This is an optimization exercise on Yosys and OpenROAD, whose aim is small area, not a production implementation.
Function not checked in this run: the RTL went through the layout flow alone.
Power is estimated from default activity; no workload was simulated.

<file path="flow/design.v">
`default_nettype none
`timescale 1ns/10ps
package la_pkg;
  localparam int CNT_WIDTH = 8;
  typedef enum logic [1:0] {
    OP_NOP     = 2'd0,   
    OP_SET_CNT = 2'd1,   
    OP_RUN     = 2'd2    
  } la_op_e;
  typedef struct packed {
    la_op_e                 op;        
    logic [CNT_WIDTH-1:0]   dly_cnt;   
    logic [CNT_WIDTH-1:0]   rd_cnt;    
  } la_cmd_t;
endpackage
`default_nettype wire
`default_nettype none
`timescale 1ns/10ps
module la_cmd_decoder (
  input  logic            clk_i,
  input  logic            rst_in,      
  input  logic            cmd_req_i,   
  input  la_pkg::la_cmd_t cmd_i,       
  output logic            cmd_ack_o,
  output logic            set_cnt_o,   
  output logic            run_o        
);
  logic new_cmd;
  assign new_cmd = cmd_req_i && !cmd_ack_o;
  always_ff @(posedge clk_i) begin
    if (!rst_in) begin
      cmd_ack_o <= 1'b0;
      set_cnt_o <= 1'b0;
      run_o     <= 1'b0;
    end else begin
      set_cnt_o <= new_cmd && (cmd_i.op == la_pkg::OP_SET_CNT);
      run_o     <= new_cmd && (cmd_i.op == la_pkg::OP_RUN);
      if (new_cmd) begin
        cmd_ack_o <= 1'b1;
      end else if (!cmd_req_i) begin
        cmd_ack_o <= 1'b0;   
      end
    end
  end
endmodule
`default_nettype wire
`default_nettype none
`timescale 1ns/10ps
module la_sample_buf #(
  parameter int SMPL_WIDTH = 16,
  parameter int DEPTH_LOG2 = 8
) (
  input  logic                         clk_i,
  input  logic                         rst_in,
  input  logic                         wrt_i,      
  input  logic [SMPL_WIDTH-1:0]        d_i,
  input  logic                         rewind_i,   
  input  logic [la_pkg::CNT_WIDTH-1:0] rd_cnt_i,
  input  logic                         read_i,     
  output logic [SMPL_WIDTH-1:0]        q_o
);
  localparam int DEPTH = 2 ** DEPTH_LOG2;
  logic [SMPL_WIDTH-1:0] mem [DEPTH];
  logic [DEPTH_LOG2-1:0] wr_ptr;
  logic [DEPTH_LOG2-1:0] rd_ptr;
  always_ff @(posedge clk_i) begin
    if (!rst_in) begin
      wr_ptr <= '0;
      rd_ptr <= '0;
    end else begin
      if (wrt_i) begin
        wr_ptr <= wr_ptr + 1'b1;
      end
      if (rewind_i) begin
        rd_ptr <= wr_ptr - DEPTH_LOG2'(rd_cnt_i);
      end else if (read_i) begin
        rd_ptr <= rd_ptr + 1'b1;
      end
    end
  end
  always_ff @(posedge clk_i) begin
    if (wrt_i) begin
      mem[wr_ptr] <= d_i;
    end
  end
  always_ff @(posedge clk_i) begin
    if (read_i) begin
      q_o <= mem[rd_ptr];
    end
  end
endmodule
`default_nettype wire
`default_nettype none
`timescale 1ns/10ps
module la_ctrl (
  input  logic                         clk_i,
  input  logic                         rst_in,
  input  logic                         set_cnt_i,   
  input  la_pkg::la_cmd_t              cmd_i,
  input  logic                         run_i,       
  input  logic                         stb_i,       
  input  logic                         tx_rdy_i,    
  output logic                         wrt_o,
  output logic                         rewind_o,
  output logic [la_pkg::CNT_WIDTH-1:0] rd_cnt_o,
  output logic                         read_o,
  output logic                         tx_stb_o,
  output logic                         busy_o
);
  typedef enum logic [1:0] {
    IDLE,
    TRIG,
    READ,
    TX_WAIT
  } state_e;
  state_e state;
  state_e state_next;
  logic [la_pkg::CNT_WIDTH-1:0] cnt;
  logic [la_pkg::CNT_WIDTH-1:0] cnt_next;
  logic [la_pkg::CNT_WIDTH-1:0] dly_cnt;
  logic [la_pkg::CNT_WIDTH-1:0] rd_cnt;
  assign rd_cnt_o = rd_cnt;
  assign busy_o   = (state != IDLE);
  always_comb begin
    state_next = state;
    cnt_next   = cnt;
    wrt_o      = 1'b0;
    rewind_o   = 1'b0;
    read_o     = 1'b0;
    tx_stb_o   = 1'b0;
    case (state)
      IDLE: begin
        wrt_o = stb_i;   
        if (run_i) begin
          state_next = TRIG;
          cnt_next   = '0;
        end
      end
      TRIG: begin
        if (cnt == dly_cnt) begin
          state_next = READ;
          rewind_o   = 1'b1;
          cnt_next   = '0;   
        end else if (stb_i) begin
          wrt_o    = 1'b1;
          cnt_next = cnt + 1'b1;
        end
      end
      READ: begin
        if (cnt == rd_cnt) begin
          state_next = IDLE;
        end else if (tx_rdy_i) begin
          read_o     = 1'b1;
          tx_stb_o   = 1'b1;   
          cnt_next   = cnt + 1'b1;
          state_next = TX_WAIT;
        end
      end
      TX_WAIT: begin
        if (tx_rdy_i) begin
          state_next = READ;
        end
      end
      default: state_next = IDLE;
    endcase
  end
  always_ff @(posedge clk_i) begin
    if (!rst_in) begin
      state <= IDLE;
      cnt   <= '0;
    end else begin
      state <= state_next;
      cnt   <= cnt_next;
    end
  end
  always_ff @(posedge clk_i) begin
    if (!rst_in) begin
      dly_cnt <= la_pkg::CNT_WIDTH'(1);
      rd_cnt  <= la_pkg::CNT_WIDTH'(1);
    end else if (set_cnt_i) begin
      dly_cnt <= cmd_i.dly_cnt;
      rd_cnt  <= cmd_i.rd_cnt;
    end
  end
endmodule
`default_nettype wire
`default_nettype none
`timescale 1ns/10ps
module la_tx_serializer #(
  parameter int SMPL_WIDTH = 16,
  parameter int TX_WIDTH   = 8
) (
  input  logic                  clk_i,
  input  logic                  rst_in,
  input  logic                  stb_i,      
  input  logic [SMPL_WIDTH-1:0] d_i,
  output logic                  tx_rdy_o,
  output logic                  tx_req_o,
  input  logic                  tx_ack_i,
  output logic [TX_WIDTH-1:0]   tx_o
);
  localparam int N_WORDS = SMPL_WIDTH / TX_WIDTH;
  localparam int WCNT_W  = $clog2(N_WORDS + 1);
  typedef enum logic [1:0] {
    P_IDLE,
    P_LOAD,      
    P_REQ,       
    P_ACK_LOW    
  } phase_e;
  phase_e                phase;
  logic [SMPL_WIDTH-1:0] shreg;
  logic [WCNT_W-1:0]     words_left;
  assign tx_rdy_o = (phase == P_IDLE);
  assign tx_o     = shreg[SMPL_WIDTH-1 -: TX_WIDTH];   
  always_ff @(posedge clk_i) begin
    if (!rst_in) begin
      phase      <= P_IDLE;
      tx_req_o   <= 1'b0;
      words_left <= '0;
    end else begin
      case (phase)
        P_IDLE: begin
          if (stb_i) begin
            phase <= P_LOAD;
          end
        end
        P_LOAD: begin
          words_left <= WCNT_W'(N_WORDS - 1);
          tx_req_o   <= 1'b1;
          phase      <= P_REQ;
        end
        P_REQ: begin
          if (tx_ack_i) begin
            tx_req_o <= 1'b0;
            phase    <= P_ACK_LOW;
          end
        end
        P_ACK_LOW: begin
          if (!tx_ack_i) begin
            if (words_left == '0) begin
              phase <= P_IDLE;   
            end else begin
              words_left <= words_left - 1'b1;
              tx_req_o   <= 1'b1;
              phase      <= P_REQ;
            end
          end
        end
        default: phase <= P_IDLE;
      endcase
    end
  end
  always_ff @(posedge clk_i) begin
    if (phase == P_LOAD) begin
      shreg <= d_i;
    end else if (phase == P_ACK_LOW && !tx_ack_i && words_left != '0) begin
      shreg <= shreg << TX_WIDTH;
    end
  end
endmodule
`default_nettype wire
`default_nettype none
`timescale 1ns/10ps
module la_top #(
  parameter int SMPL_WIDTH = 16,
  parameter int TX_WIDTH   = 8,
  parameter int DEPTH_LOG2 = 8
) (
  input  logic                  clk_i,
  input  logic                  rst_in,
  input  logic                  cmd_req_i,
  input  logic [17:0]           cmd_i,      
  output logic                  cmd_ack_o,
  input  logic                  smpl_stb_i,
  input  logic [SMPL_WIDTH-1:0] smpl_i,
  output logic                  tx_req_o,
  input  logic                  tx_ack_i,
  output logic [TX_WIDTH-1:0]   tx_o,
  output logic                  busy_o
);
  logic                         set_cnt;
  logic                         run;
  logic                         wrt;
  logic                         rewind;
  logic [la_pkg::CNT_WIDTH-1:0] rd_cnt;
  logic                         read;
  logic [SMPL_WIDTH-1:0]        buf_q;     
  logic                         tx_stb;
  logic                         tx_rdy;
  la_cmd_decoder la_cmd_decoder_i (
    .clk_i     (clk_i),
    .rst_in    (rst_in),
    .cmd_req_i (cmd_req_i),
    .cmd_i     (cmd_i),
    .cmd_ack_o (cmd_ack_o),
    .set_cnt_o (set_cnt),
    .run_o     (run)
  );
  la_ctrl la_ctrl_i (
    .clk_i     (clk_i),
    .rst_in    (rst_in),
    .set_cnt_i (set_cnt),
    .cmd_i     (cmd_i),       
    .run_i     (run),
    .stb_i     (smpl_stb_i),
    .tx_rdy_i  (tx_rdy),
    .wrt_o     (wrt),
    .rewind_o  (rewind),
    .rd_cnt_o  (rd_cnt),
    .read_o    (read),
    .tx_stb_o  (tx_stb),
    .busy_o    (busy_o)
  );
  la_sample_buf #(
    .SMPL_WIDTH (SMPL_WIDTH),
    .DEPTH_LOG2 (DEPTH_LOG2)
  ) la_sample_buf_i (
    .clk_i    (clk_i),
    .rst_in   (rst_in),
    .wrt_i    (wrt),
    .d_i      (smpl_i),
    .rewind_i (rewind),
    .rd_cnt_i (rd_cnt),
    .read_i   (read),
    .q_o      (buf_q)
  );
  la_tx_serializer #(
    .SMPL_WIDTH (SMPL_WIDTH),
    .TX_WIDTH   (TX_WIDTH)
  ) la_tx_serializer_i (
    .clk_i    (clk_i),
    .rst_in   (rst_in),
    .stb_i    (tx_stb),
    .d_i      (buf_q),
    .tx_rdy_o (tx_rdy),
    .tx_req_o (tx_req_o),
    .tx_ack_i (tx_ack_i),
    .tx_o     (tx_o)
  );
endmodule
`default_nettype wire
</file>
<file path="flow/constraint.sdc">
create_clock -name core_clock -period 10.0 [get_ports {clk_i}]
set_input_delay 2.0000 -clock core_clock [delete_from_list [all_inputs] [get_ports {clk_i}]]
set_output_delay 2.0000 -clock core_clock [all_outputs]
set_load 0.01 [all_outputs]
</file>
<file path="flow/run.sh">
#!/bin/bash
# synth_recipe.tcl (not shown) runs the flow's synth.tcl, then flattens the netlist and writes it again
# the make line also repeats each setting of config.mk as NAME=value (left out here)
make -C /OpenROAD-flow-scripts/flow DESIGN_CONFIG=/design/flow/config.mk WORK_HOME=/design/flow/orfs CLKGATE_MAP_FILE= SYNTH_SCRIPT=/design/flow/synth_recipe.tcl finish
</file>
<file path="flow/config.mk">
export PLATFORM = sky130hd
export DESIGN_NAME = la_top
export DESIGN_NICKNAME = la_top
export VERILOG_FILES = /design/flow/design.v
export SDC_FILE = /design/flow/constraint.sdc
export NUM_CORES = 4
export LEC_CHECK = 0
export CAP_MARGIN = 20
export CORE_MARGIN = 2
export CORE_UTILIZATION = 40
export SLEW_MARGIN = 20
</file>
==> impl_metrics.csv <==
group,metric,value,unit
cells_and_area,fillCellCount,33300,
global_routing,globalRouteOverflowTotal,0,
clock_tree,cts.root.buffer_cell,"sky130_fd_sc_hd__clkbuf_16",
min_path,whs_endpoint,"la_cmd_decoder_i.set_cnt_o",
timing,timing.setup.tns,0,ps
timing,setup_skew_after_layout,50.8,ps
clock_tree,cts_buffer_depth,4,
synthesis,synth_fp_nets,7583,
detailed_routing,final_antenna_net_count,0,
job,max_cap_violations,0,
critical_path,worst_reg2reg_startpoint,"la_sample_buf_i.rd_ptr[1]",
clock_tree,clk-insertion-delay-late,980,ps
timing,worst_slew_margin_rel,0.162,
clock_tree,cts_htree_levels,5,
critical_path,timing.critical_path.slowest_stage_cell,"sky130_fd_sc_hd__o41ai_1",
critical_path,crit_top_cell,"sky130_fd_sc_hd__buf_4",
timing,timing_max_transition_violations_final,0,
synthesis,synth-async-reset-ratio,0,
cells_and_area,sequential_cell_area,0.125,mm²
timing,hold_viol,0,
cells_and_area,multiInputGateArea,0.0339,mm²
timing,clock.fmax,0.188,GHz
power,ir_worst_vdd,140,µV
floorplanning,placementRows,233,
timing,fin_crit,5330,ps
clock_tree,cts_inserted_buffers,416,
floorplanning,fp.dieW,639,µm
clock_tree,cts_hold_buffers,0,
critical_path,crit_path_end_kind,"flop",
synthesis,mappedNetlistArea,0.161,mm²
synthesis,dominantRegCellSynth,"sky130_fd_sc_hd__edfxtp_1",
critical_path,setup.worst_path.class,"reg2reg",
placement,place.port_buffers,49,
timing,unrepaired_setup_endpoints_after_global_routing,"false",
timing,worst_margin_slew,1260,ps
cells_and_area,nets,7975,
floorplanning,floorplan.initialDensity,0.401,
synthesis,edff_count_synth,4128,
detailed_routing,vias,81600,
global_routing,globalRouteTotalUtil,0.225,
clock_tree,path_clk_slew,60,ps
detailed_routing,drt-total-wl,468,mm
critical_path,worstPathMaxFanout,78,
clock_tree,cts_resized,0,
timing,setup_viol,0,
floorplanning,dieHeight,639,µm
critical_path,cp_data_required_time,10640,ps
clock_tree,postCtsSetupBuffers,0,
detailed_routing,drtPass1Iterations,8,
synthesis,synth-warning-count,4,
run_status,status,"no timing/DRC/antenna violations",
placement,detailedPlacementHpwl,279,mm
critical_path,timing.critical_path.buf_inv,4,
floorplanning,overall_die_area,0.408,mm²
min_path,holdPathStages,1,
critical_path,critPathLaunchType,"flop",
placement,pre_cts_slack,4110,ps
cells_and_area,final_layout_size_suffix_gt1_frac,0.246,
detailed_routing,first_iter_violations,12400,
power,power.density,216,mW/mm²
detailed_routing,vias_per_cell,6.01,
detailed_routing,drc,0,
synthesis,synth_sequential_area_ratio,0.774,
floorplanning,core_region_area,0.402,mm²
global_routing,grt_pass1_wl,646,mm
critical_path,max_stage_delay,880,ps
critical_path,reg2reg_depth,9,
power,leakage_power,55.2,nW
critical_path,reg2reg_slack,4670,ps
min_path,beginning_of_the_worst_hold_path,"la_cmd_decoder_i.cmd_ack_o",
critical_path,r2r-end,"la_sample_buf_i.q_o[12]",
timing,post-route-worst-setup-slack,4670,ps
clock_tree,tritoncts,"done",
placement,gp_routability_congestion,0.870,
global_routing,grt_max_degree,192,
detailed_routing,wl_per_cell,34.5,µm
critical_path,arrival,5970,ps
cells_and_area,area_growth_syn_to_layout,13.5,%
critical_path,path_cells,"buf_12 > buf_4 > buf_4 > mux4_2 > a22oi_1 > a211oi_1 > buf_4 > o41ai_1 > o32ai_1",
global_routing,antenna_violations_before_repair,26,
global_routing,vias_in_the_first_global_route,79800,
floorplanning,io_pins,50,
min_path,timing.hold.worst.class,"reg2reg",
synthesis,yosysUniqueCellTypes,83,
synthesis,syn_area_per_cell,21.5,µm²
clock_tree,clkSinkCount,4178,
synthesis,yosys_register_bits,4178,
critical_path,timing.critical_path.max_delay_family,"buffers and inverters",
synthesis,post_synth_inst_count,7522,
timing,min_period_over_period,0.533,
==> layout make-up <==
type / instances / area share
multi-input cells: 2868 / 0.185
inverters: 30 / 0.000656
clock inverters: 274 / 0.0160
diodes: 11 / 0.000150
well taps: 5287 / 0.0361
flip-flops and latches: 4178 / 0.683
clock buffers: 494 / 0.0592
repair buffers: 420 / 0.0201
==> worst max path at each step <==
stage | startpoint | end | depth (start not counted)
6_report | la_sample_buf_i.rd_ptr[1] | la_sample_buf_i.q_o[12] | 9
5_1_grt | la_sample_buf_i.rd_ptr[0] | la_sample_buf_i.q_o[7] | 9
4_1_cts | la_sample_buf_i.rd_ptr[0] | la_sample_buf_i.q_o[7] | 9
3_5_place_dp | smpl_stb_i | la_sample_buf_i.mem[4][4] | 7
3_3_place_gp | smpl_stb_i | la_sample_buf_i.mem[183][0] | 6
2_1_floorplan | smpl_stb_i | la_sample_buf_i.mem[103][0] | 6
==> cell usage in the layout, fill, tap and decap left out, types with 12 or more instances in the layout <==
cell | netlist | routed
sky130_fd_sc_hd__a211oi_1 | 47 | 45
sky130_fd_sc_hd__a21oi_1 | 186 | 186
sky130_fd_sc_hd__a221oi_1 | 100 | 100
sky130_fd_sc_hd__a22o_1 | 26 | 26
sky130_fd_sc_hd__a22oi_1 | 145 | 145
sky130_fd_sc_hd__a31oi_1 | 16 | 16
sky130_fd_sc_hd__and2_1 | 14 | 12
sky130_fd_sc_hd__buf_12 | 5 | 22
sky130_fd_sc_hd__buf_4 | 55 | 343
sky130_fd_sc_hd__buf_8 | 8 | 17
sky130_fd_sc_hd__bufinv_16 | 0 | 54
sky130_fd_sc_hd__clkbuf_1 | 135 | 66
sky130_fd_sc_hd__clkbuf_16 | 0 | 419
sky130_fd_sc_hd__clkdlybuf4s50_1 | 0 | 33
sky130_fd_sc_hd__clkinv_1 | 2 | 94
sky130_fd_sc_hd__clkinv_2 | 0 | 73
sky130_fd_sc_hd__clkinvlp_4 | 0 | 22
sky130_fd_sc_hd__dfxtp_1 | 50 | 43
sky130_fd_sc_hd__edfxtp_1 | 4128 | 4128
sky130_fd_sc_hd__ha_1 | 21 | 21
sky130_fd_sc_hd__inv_1 | 28 | 24
sky130_fd_sc_hd__inv_6 | 0 | 13
sky130_fd_sc_hd__mux2_2 | 22 | 22
sky130_fd_sc_hd__mux2i_1 | 384 | 384
sky130_fd_sc_hd__mux4_1 | 16 | 16
sky130_fd_sc_hd__mux4_2 | 874 | 874
sky130_fd_sc_hd__nand2_1 | 186 | 168
sky130_fd_sc_hd__nand2_2 | 0 | 12
sky130_fd_sc_hd__nand3_1 | 62 | 61
sky130_fd_sc_hd__nand4_1 | 13 | 13
sky130_fd_sc_hd__nor2_1 | 348 | 267
sky130_fd_sc_hd__nor2_2 | 0 | 78
sky130_fd_sc_hd__nor2b_1 | 20 | 13
sky130_fd_sc_hd__nor3_1 | 15 | 14
sky130_fd_sc_hd__o211ai_1 | 19 | 19
sky130_fd_sc_hd__o21ai_0 | 65 | 65
sky130_fd_sc_hd__o221ai_1 | 48 | 48
sky130_fd_sc_hd__o22ai_1 | 49 | 49
sky130_fd_sc_hd__xnor2_1 | 20 | 20
sky130_fd_sc_hd__xor2_1 | 22 | 22
==> worst register-to-register path: stages (launching register included) <==
cell,delay (ps)
sky130_fd_sc_hd__dfxtp_4,720
sky130_fd_sc_hd__buf_12,470
sky130_fd_sc_hd__buf_4,720
sky130_fd_sc_hd__buf_4,840
sky130_fd_sc_hd__mux4_2,440
sky130_fd_sc_hd__a22oi_1,340
sky130_fd_sc_hd__a211oi_1,160
sky130_fd_sc_hd__buf_4,210
sky130_fd_sc_hd__o41ai_1,880
sky130_fd_sc_hd__o32ai_1,250
==> synthesized netlist by cell type, types with 48 or more instances <==
cell type	instances	area, µm²
sky130_fd_sc_hd__a21oi_1	186	931
sky130_fd_sc_hd__a221oi_1	100	876
sky130_fd_sc_hd__a22oi_1	145	1090
sky130_fd_sc_hd__buf_2	159	796
sky130_fd_sc_hd__buf_4	55	413
sky130_fd_sc_hd__buf_6	63	709
sky130_fd_sc_hd__clkbuf_1	135	507
sky130_fd_sc_hd__dfxtp_1	50	1000
sky130_fd_sc_hd__edfxtp_1	4128	124000
sky130_fd_sc_hd__mux2i_1	384	3840
sky130_fd_sc_hd__mux4_2	874	19700
sky130_fd_sc_hd__nand2_1	186	698
sky130_fd_sc_hd__nand3_1	62	310
sky130_fd_sc_hd__nor2_1	348	1310
sky130_fd_sc_hd__o21ai_0	65	325
sky130_fd_sc_hd__o221ai_1	48	420
sky130_fd_sc_hd__o22ai_1	49	307
==> cell families after synthesis <==
| logic type | Yosys count | synth area share |
|---|---|---|
| flops | 4178 | 0.774 |
| buf+inv | 476 | 0.0177 |
| xor+xnor | 42 | 0.00228 |
| mux | 1296 | 0.150 |
| fa+ha+maj | 22 | 0.00175 |
| compound gates | 800 | 0.0351 |
| simple gates | 708 | 0.0188 |
==> sequential cells by signal (all words and copies together), names as in the netlist, 8 cells and up <==
signal	count
la_sample_buf_i.mem	4096
la_sample_buf_i.q_o	16
la_tx_serializer_i.shreg	16
la_ctrl_i.cnt	8
la_ctrl_i.dly_cnt	8
la_ctrl_i.rd_cnt	8
la_sample_buf_i.rd_ptr	8
la_sample_buf_i.wr_ptr	8
==> per-stage QoR <==
stage	cell area (µm²)	hold WS [ps]	cells	power (W)	util
3_5_place_dp	169000	444	12800	0.0241	0.421
5_1_grt	183000	478	13600	0.0406	0.455
3_3_place_gp	169000	434	12800	0.0241	0.421
6_report	183000	460	13600	0.0396	0.455
2_1_floorplan	161000	464	7522	0.0223	-
4_1_cts	183000	454	13500	0.0398	0.455
==> power breakdown <==
part	total [W]	leakage [nW]	switching, W	internal [W]
Sequential	0.0194	37.5	0.0000754	0.0193
Combinational	0.00440	11.0	0.00282	0.00158
Clock	0.0158	6.69	0.00669	0.00914
==> layer usage <==
metal	share of wire	track usage
met1	0.39	0.318
met2	0.46	0.350
met3	0.10	0.0452
met4	0.038	0.0772
met5	0.00015	0

-- static timing again, ports no longer ideal --
Ports are ideal in the flow. The routed layout listed here was re-timed in OpenROAD. Step 1, drivers: a clkbuf_16 drives clk_i and a buf_2 each remaining input, both assumed. Step 2 moves the port delays by t, midway between the first and last clock arrival at a register: inputs arrive t later, outputs are due t later. That takes back most of the time a late clock gives input paths. a / b / c = ideal / step 1 / step 2; a / b = the first two.
t (ns): 1.060
setup WS [ns]: 4.672 / 4.672 / 4.138
worst data-port slew with drivers (ns): 0.13
cell pins on the clock port's net: 1
After both steps this run still meets setup and hold. The setup slack of this run moves by 0.000 ns with the drivers and by -0.534 ns with both steps.
